This is an optimization exercise on Yosys and OpenROAD, whose aim is small area, a short achievable clock period and few clock cycles per item, not a production implementation. No run shown here included a check of the RTL's function; only the layout flow was run. Power and IR drop assume default switching activity.

$ cat flow/design.v
package pkt_pkg;
  localparam int DATA_W  = 64;
  localparam int EMPTY_W = 3;
  typedef logic [DATA_W-1:0]  data_t;
  typedef logic [EMPTY_W-1:0] empty_t;
  typedef struct packed {
    logic   sop;
    logic   eop;
    empty_t empty;
    data_t  data;
  } beat_t;
  typedef enum logic [1:0] {
    TX_IDLE = 2'd0,
    TX_LOAD = 2'd1,
    TX_SEND = 2'd2,
    TX_DONE = 2'd3
  } tx_state_t;
endpackage
`timescale 1ns/1ps
module pkt_loopback_top #(
  parameter int FIFO_DEPTH = 8,
  parameter int MAX_BEATS  = 16
) (
  input  logic  rd_clk,
  input  logic  rd_rst_n,
  input  logic  rx_valid,
  output logic  rx_ready,
  input  pkt_pkg::beat_t rx_beat,
  input  logic  tx_enable,
  input  logic  tx_ready,
  output logic  tx_valid,
  output pkt_pkg::beat_t tx_beat
);
  localparam int N  = MAX_BEATS;
  localparam int PW = $clog2(N);
  localparam int CW = $clog2(N + 1);
  localparam int EW = pkt_pkg::DATA_W + pkt_pkg::EMPTY_W + 1;
  logic [EW-1:0] ring [0:N-1];
  logic [PW-1:0] dh;        
  logic          dh0;       
  logic [PW-1:0] dt;        
  logic          dt0;       
  logic [CW-1:0] count;     
  logic [CW-1:0] ccount;    
  logic          full;      
  logic          ccnz;      
  logic          rdy;       
  logic          tv;        
  pkt_pkg::beat_t ob;       
  logic          drop;      
  logic          last_eop;  
  logic          en_seen;   
  logic          empty;
  logic          ovf;
  logic          acc;
  logic          store;     
  logic          discard;
  logic          commit;
  logic          take;      
  logic          fire;
  logic          last_out;  
  logic          new_head;
  logic [CW-1:0] count_nxt;
  logic [CW-1:0] ccount_nxt;
  logic          full_nxt;
  logic          ccnz_nxt;
  logic          drop_nxt;
  logic [PW-1:0] dh_nxt;
  logic [PW-1:0] dt_nxt;
  logic [EW-1:0] wr_ent;
  assign empty   = (count == '0);
  assign ovf     = full && !ccnz;
  assign acc     = rx_valid && rdy;
  assign store   = acc && !drop && !ovf;
  assign discard = acc && !drop && ovf;
  assign commit  = store && rx_beat.eop;
  assign fire    = tv && tx_ready;
  assign take    = dh0 && en_seen && (!tv || tx_ready) && !empty &&
                   (ccnz || commit);
  assign last_out = take && (count == CW'(1));
  assign new_head = store && (empty || last_out);
  always_comb begin
    count_nxt = count;
    if (discard) begin
      count_nxt = '0;
    end else if (store && !take) begin
      count_nxt = count + 1'b1;
    end else if (take && !store) begin
      count_nxt = count - 1'b1;
    end
  end
  assign ccount_nxt = commit ? count_nxt : (take ? ccount - 1'b1 : ccount);
  assign full_nxt   = (count_nxt == CW'(N));
  assign ccnz_nxt   = commit || (ccnz && !(take && (ccount == CW'(1))));
  assign drop_nxt   = (rx_valid && rdy && (drop || ovf)) ? !rx_beat.eop : drop;
  assign dh_nxt = new_head ? PW'(N - 2) :
                  take     ? '0 : dh - 1'b1;
  assign dt_nxt = (store || discard || (count_nxt == '0)) ? '0 : dt - 1'b1;
  assign wr_ent = {rx_beat.eop,
                   rx_beat.eop ? rx_beat.empty : pkt_pkg::EMPTY_W'(0),
                   rx_beat.data + 1'b1};
  always_ff @(posedge rd_clk or negedge rd_rst_n) begin
    if (!rd_rst_n) begin
      dh       <= '0;
      dh0      <= 1'b1;
      dt       <= '0;
      dt0      <= 1'b1;
      count    <= '0;
      ccount   <= '0;
      full     <= 1'b0;
      ccnz     <= 1'b0;
      rdy      <= 1'b1;
      tv       <= 1'b0;
      drop     <= 1'b0;
      last_eop <= 1'b1;
      en_seen  <= 1'b0;
    end else begin
      dh       <= dh_nxt;
      dh0      <= (dh_nxt == '0);
      dt       <= dt_nxt;
      dt0      <= (dt_nxt == '0);
      count    <= count_nxt;
      ccount   <= ccount_nxt;
      full     <= full_nxt;
      ccnz     <= ccnz_nxt;
      rdy      <= drop_nxt || (full_nxt && !ccnz_nxt) ||
                  ((dt_nxt == '0) && !full_nxt);
      tv       <= take || (tv && !tx_ready);
      en_seen  <= en_seen || tx_enable;
      drop     <= drop_nxt;
      if (take) begin
        last_eop <= ring[1][EW-1];
      end
    end
  end
  always_ff @(posedge rd_clk) begin
    for (int i = 0; i < N - 1; i++) begin
      ring[i] <= ring[i+1];
    end
    ring[N-1] <= store ? wr_ent : ring[0];
  end
  always_ff @(posedge rd_clk or negedge rd_rst_n) begin
    if (!rd_rst_n) begin
      ob <= '0;
    end else if (take) begin
      ob <= {last_eop, ring[1]};
    end else if (fire) begin
      ob <= '0;
    end
  end
  assign rx_ready = rdy;
  assign tx_valid = tv;
  assign tx_beat  = ob;
endmodule
$ cat flow/run.sh
#!/bin/bash
# synth_recipe.tcl (not shown) runs the flow's synth.tcl, then flattens the netlist and writes it again
# the make line also repeats each setting of config.mk as NAME=value (left out here)
make -C /OpenROAD-flow-scripts/flow DESIGN_CONFIG=/design/flow/config.mk WORK_HOME=/design/flow/orfs CLKGATE_MAP_FILE= SYNTH_SCRIPT=/design/flow/synth_recipe.tcl finish
$ cat flow/config.mk
export PLATFORM = sky130hd
export DESIGN_NAME = pkt_loopback_top
export DESIGN_NICKNAME = pkt_loopback_top
export VERILOG_FILES = /design/flow/design.v
export SDC_FILE = /design/flow/constraint.sdc
export NUM_CORES = 4
export LEC_CHECK = 0
export ABC_CLOCK_PERIOD_IN_PS = 2000
export CAP_MARGIN = 20
export CORE_MARGIN = 2
export CORE_UTILIZATION = 40
export SETUP_SLACK_MARGIN = 3.5
export SLEW_MARGIN = 20
$ cat flow/constraint.sdc
create_clock -name core_clock -period 5.5 [get_ports {rd_clk}]
set_input_delay 1.1000 -clock core_clock [delete_from_list [all_inputs] [get_ports {rd_clk}]]
set_output_delay 1.1000 -clock core_clock [all_outputs]
set_load 0.01 [all_outputs]
==> summary.md, run 1 <==
| Metric | Value |
|---|---|
| Status | complete, no violations |
| CTS Buffer Depth | 3 |
| Max rail drop VDD | 0.2650 mV |
| Lkg Pwr | 15.77 nW |
| Hold_buf cts | 0 |
| Clock power share | 35.3% |
| I/O Buffers | 143 |
| Tcrit/Tclk final | 43.76% |
| Die Y | 267.0 microns |
| DRT iter0 DRCs | 589 |
| CTS Buf Count | 107 |
| HPWL Detailed | 26370 microns |
| Clock sink total | 1183 |
| Required @ worst endpoint | 6.04 ns |
| CP Max Fanout | 5 |
| Net count after synthesis | 1838 |
| Min-delay worst type | reg2reg |
| Filler cells | 5373 |
| Sequential share of power | 51.2% |
| Netlist cell types | 52 |
| First drt pass iteration count | 5 |
| Htree depth | 3 |
| Fin crit period | 2.407 ns |
| RSZ-0062 raised after global routing | true |
| FFs w/ async S/R, synth | 8.030% |
| Slew headroom | 38.55% |
| Netlist Area Pre-Place | 0.02766 sq mm |
| Layout Nets | 2261 |
| Combinational power share | 13.5% |
| Syn_area_per_cell | 15.76 sq um |
| Setup Crit Path Kind | reg2reg |
| Worst-Margin Slew | 0.9218 ns |
| CTS tree | built |
| DIE AREA | 0.07127 sq mm |
| GP Congestion | 0.8376 |
| Ys Warns | 2 |
| Worst-skew pair later-pin latency | 0.65 ns |
| Overflow left after global routing | 0 |
| Post-Layout Inst Area | 0.03713 sq mm |
| TNS Setup | 0 ns |
| Post-Route WL | 55120 microns |
| IO Count | 145 |
| Detail Route Antenna Nets | 0 |
| Clk slew on worst S/H paths | 0.07 ns |
| Via density | 4.348 |
| Routed via count | 13920 |
| Final Hold Vio Count | 0 |
| Inst Count DP | 2797 |
| Row cnt | 96 |
| Net Sw Power | 0.005210 W |
| Critical path capture point type | flip-flop |
| Vias in the first global route | 14190 |
| Largest net degree at the start of global routing | 83 |
| Post-synth EDFFs | 0 |
| Initial antenna violation count | 2 |
| Int Power | 0.01683 W |
| Slew Limit Fails | 0 |
| CP Launch Type | flip-flop |
| Finished Layout Cells | 3201 |
| Starting Density | 40.33% |
| Dpl cell area | 0.03038 sq mm |
| Top FF cell, synth | dfxtp_1 |
| CTS root buf | clkbuf_16 |
| Max Cap Viol | 0 |
| Arrival @ worst endpoint | 2.94 ns |
| DR WL/cell | 17.22 microns |
| Peak Freq | 415.5 MHz |
| Sequential area share after synthesis | 87.35% |
| Synth Register Bits | 1183 |
| Switching share of power | 23.64% |
| First-pass GRT wire length | 81620 microns |
| Setup violators final | 0 |
| Layout cells sized above 1 | 29.33% |
| Die width | 267.0 microns |
| Mapped Cells | 1755 |
| CORE AREA | 0.06859 sq mm |
| Power Density | 593.4 mW/mm^2 |
| Area growth syn-to-layout | 34.25% |
| Drc violations | 0 |
| Clock skew | 0.03100 ns |
| Global Route Usage Sum | 15.21% |
## critical path: stages, from the launching register on
cell and delay (ns):
dfrtp_2 0.39, inv_2 0.06, ha_4 0.16, nor4b_4 0.13, or3_4 0.47, nor2_4 0.17
buf_6 0.12, a21oi_4 0.04, buf_6 0.13, buf_12 0.15, buf_12 0.14, buf_16 0.15
a22o_1 0.18
## metrics by stage
stage,setup slack [ns],utilization (%),hold slack (ns),power [W]
3_5_place_dp,1.324,44.30,0.3121,0.01300
3_3_place_gp,1.369,44.30,0.3096,0.01288
6_report,3.093,54.14,0.2967,0.02204
2_1_floorplan,2.894,-,0.3096,0.01215
4_1_cts,3.084,52.90,0.3000,0.02197
5_1_grt,3.055,54.14,0.2996,0.02292
## power groups by stage
stage,clock network (W),logic [W],registers (W)
after floorplan,0,0.000891,0.0113
after global placement,0,0.00151,0.0114
after detailed placement,0,0.00155,0.0114
after CTS,0.00794,0.00274,0.0113
after global routing,0.00830,0.00314,0.0115
final,0.00777,0.00298,0.0113
## registers in the layout, indices dropped and copies added (netlist names)
name,count
dt,4
full,1
rdy,1
en_seen,1
ring,1088
dh,4
dh0,1
ccnz,1
tv,1
drop,1
ccount,5
count,5
last_eop,1
ob,69
## layout by cell type, fill, tap and decap left out, types with 6 or more instances in the layout
| cell type | count |
|---|---|
| dfxtp_1 | 1088 |
| buf_4 | 132 |
| clkbuf_16 | 112 |
| nand2_1 | 105 |
| dfrtp_1 | 89 |
| buf_2 | 72 |
| a22o_1 | 68 |
| o21ai_1 | 59 |
| buf_6 | 51 |
| xnor2_1 | 45 |
| buf_8 | 25 |
| clkinv_2 | 23 |
| xor2_1 | 22 |
| buf_16 | 22 |
| nor4_4 | 20 |
| clkbuf_8 | 20 |
| buf_12 | 20 |
| nand3_1 | 17 |
| inv_1 | 16 |
| nor3_4 | 15 |
| bufinv_16 | 15 |
| nand4_1 | 14 |
| nor2_1 | 12 |
| clkbuf_1 | 12 |
| o21ai_2 | 8 |
| nand3_4 | 8 |
| nand3_2 | 8 |
| o21ai_0 | 7 |
| and3_4 | 7 |
| nand2_2 | 6 |
| ha_1 | 6 |
| clkinv_4 | 6 |
| dlygate4sd2_1 | 6 |
| clkdlybuf4s50_1 | 6 |
## timing repair
action,4_1_cts,5_1_grt
buffers inserted,120,55
gates resized for setup,731,135
endpoints found under the setup margin,232,198
pin swaps,88,78
gates cloned,26,2
## final cells by class
cell class	instances	area, sq um	share of cell area (%)
Clock inverter	56	754.5	2.032
Timing Repair Buffer	348	3581	9.643
Clock buffer	142	3073	8.275
Antenna cell	3	7.507	0.02022
Tap cell	931	1165	3.137
Inverter	21	83.83	0.2257
Sequential cell	1183	24170	65.08
Multi-Input combinational cell	517	4304	11.59
## cells in the mapped netlist, drive strengths merged, types with 14 or more instances
library cell	count	area share, %
dfxtp	1088	79
xnor2	49	1.6
nand2	112	1.5
inv	21	0.28
clkbuf	29	0.39
nand4	14	0.32
xor2	22	0.70
nor2	20	0.27
dfrtp	92	8.3
o21ai	74	1.3
a22o	68	2.2
nor3	21	0.40
nand3	33	0.60
nor4	23	0.60
## kinds of logic (layout without fill, tap and decap cells)
logic type	count (synthesis)	count (layout)	synth area share [%]
DFF	1183	1183	87.35
and+or+nand+nor	263	267	4.732
AOI/OAI and AO/OA	166	167	4.266
xor gates and xnor gates	71	71	2.248
buffers and inverters	60	567	0.8821
adders and majority gates	9	9	0.4071
muxes	3	3	0.1131
other	0	3	0
## path summary, 6_finish.rpt
| check | cells past startpoint | slack, ns | end | startpoint |
|---|---|---|---|---|
| min | 0 | 0.30 | ring[10][60] | ring[11][60] |
| max in group asynchronous | 2 | 3.81 | ob[31] | rd_rst_n |
| min in group asynchronous | 1 | 0.53 | ob[15] | rd_rst_n |
| min reg2reg | 0 | 0.30 | ring[10][60] | ring[11][60] |
| max reg2reg | 12 | 3.09 | ob[43] | count[1] |
| max | 12 | 3.09 | ob[43] | count[1] |
## per-layer routing
layer | wire, microns | up-vias | global-route usage [%] | share of wire [%]
met5 | 13 | - | 0 | 0.024
met4 | 2211 | 2 | 7.334 | 4.0
met3 | 2480 | 144 | 3.128 | 4.5
met2 | 25550 | 313 | 23.94 | 46
met1 | 24860 | 6817 | 20.07 | 45
li1 | - | 6643 | - | -
==> inputs of run 2 (changes only) <==
--- a/flow/config.mk
+++ b/flow/config.mk
@@ -5,9 +5,9 @@
 export SDC_FILE = /design/flow/constraint.sdc
 export NUM_CORES = 4
 export LEC_CHECK = 0
-export ABC_CLOCK_PERIOD_IN_PS = 2000
+export ABC_CLOCK_PERIOD_IN_PS = 2500
 export CAP_MARGIN = 20
 export CORE_MARGIN = 2
 export CORE_UTILIZATION = 40
-export SETUP_SLACK_MARGIN = 3.5
+export SETUP_SLACK_MARGIN = 3.0
 export SLEW_MARGIN = 20
==> run 2 against run 1 <==
Effect of this change: still clean on timing, DRC and antenna; synthesized area stayed put; fmax fell by 3.0%; total power shrank 6.9%; worst hold slack gained 0.013 ns; non-clock buffer count fell by 136; synthesized cell count stayed put; flip-flop and latch count did not move; die area did not move; utilization decreased by 3.2 points; clock-buffer cell count up 10; sequential share of layout area increased by 4.0 points; critical endpoint is now rdy.
==> summary.md, run 2 <==
| Metric | Value |
|---|---|
| Status | complete, no violations |
| Crit path capture | rdy |
| Worst-skew pair later-pin latency | 0.64 ns |
| Global Route Usage Sum | 13.55% |
| Largest registers | ring (1088), ob (69) |
| N_diodes | 0 |
| Dpl cell area | 0.03031 sq mm |
| Layout cells sized above 1 | 15.67% |
| Worst-Margin Slew | 0.8499 ns |
| CTS tree | built |
| Clock skew | 0.02213 ns |
| Drc violations | 0 |
| Ys Warns | 2 |
| Crit path launch | count[0] |
| Stages on the worst setup path | 10 |
| Crit-path max cell delay | 0.40 ns |
| DIE AREA | 0.07127 sq mm |
| Fin crit period | 2.482 ns |
| CORE AREA | 0.06859 sq mm |
| DRT iter0 DRCs | 718 |
| Row cnt | 96 |
| Register with the most flip-flops | ring |
| Syn_area_per_cell | 15.76 sq um |
| Clock sink total | 1183 |
| Slew headroom | 43.34% |
| Filler cells | 5671 |
| Netlist cell types | 52 |
| R2R Setup Slk | 3.02 ns |
| Area growth syn-to-layout | 26.38% |
| Starting Density | 40.33% |
| Most frequent cells after synthesis | 1088 x dfxtp_1, 112 x nand2_1, 92 x dfrtp_1 |
| Die width | 267.0 microns |
| Post-Synth Simple-Gate Area | 4.732% |
| Critical path capture point type | flip-flop |
| Post-synth EDFFs | 0 |
| Vias in the first global route | 13380 |
| Required @ worst endpoint | 6.06 ns |
| Synth Register Bits | 1183 |
| Htree depth | 3 |
| Reg2Reg Depth | 10 |
| GP Congestion | 0.8286 |
| Hold_buf cts | 0 |
| Via density | 4.263 |
| Routed via count | 13060 |
| Compound-Gate Fraction of Synth Area | 4.266% |
| RR Startpoint | count[0] |
| Hold Crit Start | ring[11][10] |
| Mapped Cells | 1755 |
| CP Max Fanout | 6 |
| CTS root buf | clkbuf_16 |
| DR WL/cell | 15.70 microns |
| Synth Area in Adders | 0.4071% |
| Share of the synthesized area in the top cell type | 78.74% |
| WHS | 0.3093 ns |
| Buf+Inv Stages, Crit Path | 3 |
| Setup Crit Path Kind | reg2reg |
| Largest net degree at the start of global routing | 89 |
| Post-Route WL | 48080 microns |
| Crit-path slowest cell | o311a_1 |
| First drt pass iteration count | 4 |
| CTS Buffer Depth | 3 |
| Multi-input gate area | 0.003827 sq mm |
| Top FF cell, synth | dfxtp_1 |
| Max rail drop VDD | 0.3261 mV |
| Reg-to-reg critical path endpoint | rdy |
| RSZ-0062 raised after global routing | true |
| CTS Buf Count | 108 |
| Power Density | 586.7 mW/mm^2 |
| Register area | 0.02416 sq mm |
| Most frequent cell after synthesis | dfxtp_1 |
| Detail Route Antenna Nets | 0 |
| Post-synthesis mux area share | 0.1131% |
| HPWL Detailed | 26000 microns |
| Worst setup margin | 3.018 ns |
| Post-Layout Inst Area | 0.03496 sq mm |
| Lkg Pwr | 14.66 nW |
| Die Y | 267.0 microns |
| CP cell instances | inv_2, ha_4, nor4b_4, buf_4, a2111oi_4, o22ai_2, o311a_1, nor4_4, buf_4, mux2i_1 |
| Initial antenna violation count | 1 |
| Most used cell, CP | buf_4 |
| Peak Freq | 403.0 MHz |
| Largest family of logic cells by synthesized area | simple AND/OR/NAND/NOR gates |
| CP Launch Type | flip-flop |
| Min-delay worst type | reg2reg |
| Layout Utilization | 50.97% |
| Slew Limit Fails | 0 |
| Overflow left after global routing | 0 |
| Clk slew on worst S/H paths | 0.07 ns |
| Net count after synthesis | 1838 |
| Max Cap Viol | 0 |
| Top area cells in the synthesized netlist | dfxtp_1 79%, dfrtp_1 8.3%, a22o_1 2.2% |
| Netlist Area Pre-Place | 0.02766 sq mm |
| FFs w/ async S/R, synth | 8.030% |
| Layout Nets | 2124 |
| Tcrit/Tclk final | 45.12% |
| Worst slack, placed | 1.298 ns |
| Max FFs per register | 1088 |
| Sequential area share after synthesis | 87.35% |
| Cell taking the most area after synthesis | dfxtp_1 |
| Post-Synth XOR/XNOR Area | 2.248% |
| CP top delay family | compound AO/OA/AOI/OAI gates |
| TNS Setup | 0 ns |
| IO Count | 145 |
| Setup violators final | 0 |
| Commonest non-fill, non-tap cell in the layout | dfxtp_1 |
| Arrival @ worst endpoint | 3.04 ns |
| I/O Buffers | 143 |
| Most frequent cells in the layout | 1088 x dfxtp_1, 111 x clkbuf_16, 109 x nand2_1 |
| Final Hold Vio Count | 0 |
| First-pass GRT wire length | 73890 microns |
## run 2: cell counts after synthesis
Identical to the previous run, type by type.
## run 2: logic make-up after synthesis
logic type | after synthesis
DFF | 1183
muxes | 3
xor gates and xnor gates | 71
buffers and inverters | 60
adders and majority gates | 9
and+or+nand+nor | 263
AOI/OAI and AO/OA | 166
## run 2: cell type report
| type | count | share of cell area [%] |
|---|---|---|
| Sequential cell | 1183 | 69.12 |
| Inverter | 21 | 0.2255 |
| Clock buffer | 152 | 8.730 |
| Tap cell | 931 | 3.332 |
| Multi-Input combinational cell | 515 | 10.95 |
| Clock inverter | 49 | 1.754 |
| Timing Repair Buffer | 212 | 5.888 |
## run 2: through the flow
step	instances	total power, W
2_1_floorplan	1755	0.01203
3_3_place_gp	2798	0.01286
3_5_place_dp	2798	0.01297
4_1_cts	3045	0.02070
5_1_grt	3063	0.02144
6_report	3063	0.02051
## run 2: where the power goes
group | switching [W] | internal [W] | leakage [nW]
Sequential | 0.000625 | 0.0106 | 10.2
Clock | 0.00311 | 0.00438 | 1.79
Combinational | 0.000989 | 0.000773 | 2.71
## run 2: repair_timing
item,CTS,global route
gates resized for setup,189,52
setup buffers,39,18
gates cloned,7,0
endpoints found under the setup margin,213,58
pin swaps,29,21
## run 2: routing by layer
layer  vias up  share of wire, %  global-route usage, %
li1       6331                 -                      -
met1      6330                47                  18.34
met2       267                44                  20.49
met3       129               4.8                  3.100
met4         2               3.8                  6.681
met5         -             0.027                      0
## run 2: worst reg2reg max path, stage by stage (launching register included)
cell and delay, ns:
dfrtp_1 0.37, inv_2 0.08, ha_4 0.16, nor4b_4 0.13, buf_4 0.16, a2111oi_4 0.32, o22ai_2 0.16, o311a_1 0.40
nor4_4 0.23, buf_4 0.19, mux2i_1 0.20
## run 2: worst min path at each step
stage	endpoint	slack, ns	depth (start not counted)
floorplan	ring[10][0]	0.31	0
finish	ring[10][10]	0.31	0
global placement	ring[14][49]	0.31	0
detailed placement	ring[14][15]	0.31	0
CTS	ring[10][10]	0.31	0
global route	ring[13][23]	0.32	0

-- what the ideal ports hide --
In the flow no input, the clock included, has a driving cell. The finished layouts below were timed again as built, in two steps.
Step 1 assumes that a clkbuf_16 drives the clock port and a buf_2 every other input.
Step 2, shift: input delay + t, output delay - t, t = (earliest + latest rising clock arrival at the registers) / 2. This alone moves slack from input paths to output paths.
Three values: no drivers, after step 1, after step 2; two values: the first two.
run | shift t [ns] | setup slack, ns | worst register clock-pin slew, ns
run 1 | 0.690 | 3.093 / 3.077 / 2.469 | 0.07 / 0.07
run 2 | 0.694 | 3.018 / 2.989 / 2.363 | 0.07 / 0.07
After both steps setup and hold are still met in every run listed. For run 2, which loses most, drivers alone change the setup slack by -0.029 ns; drivers and shift together by -0.655 ns.
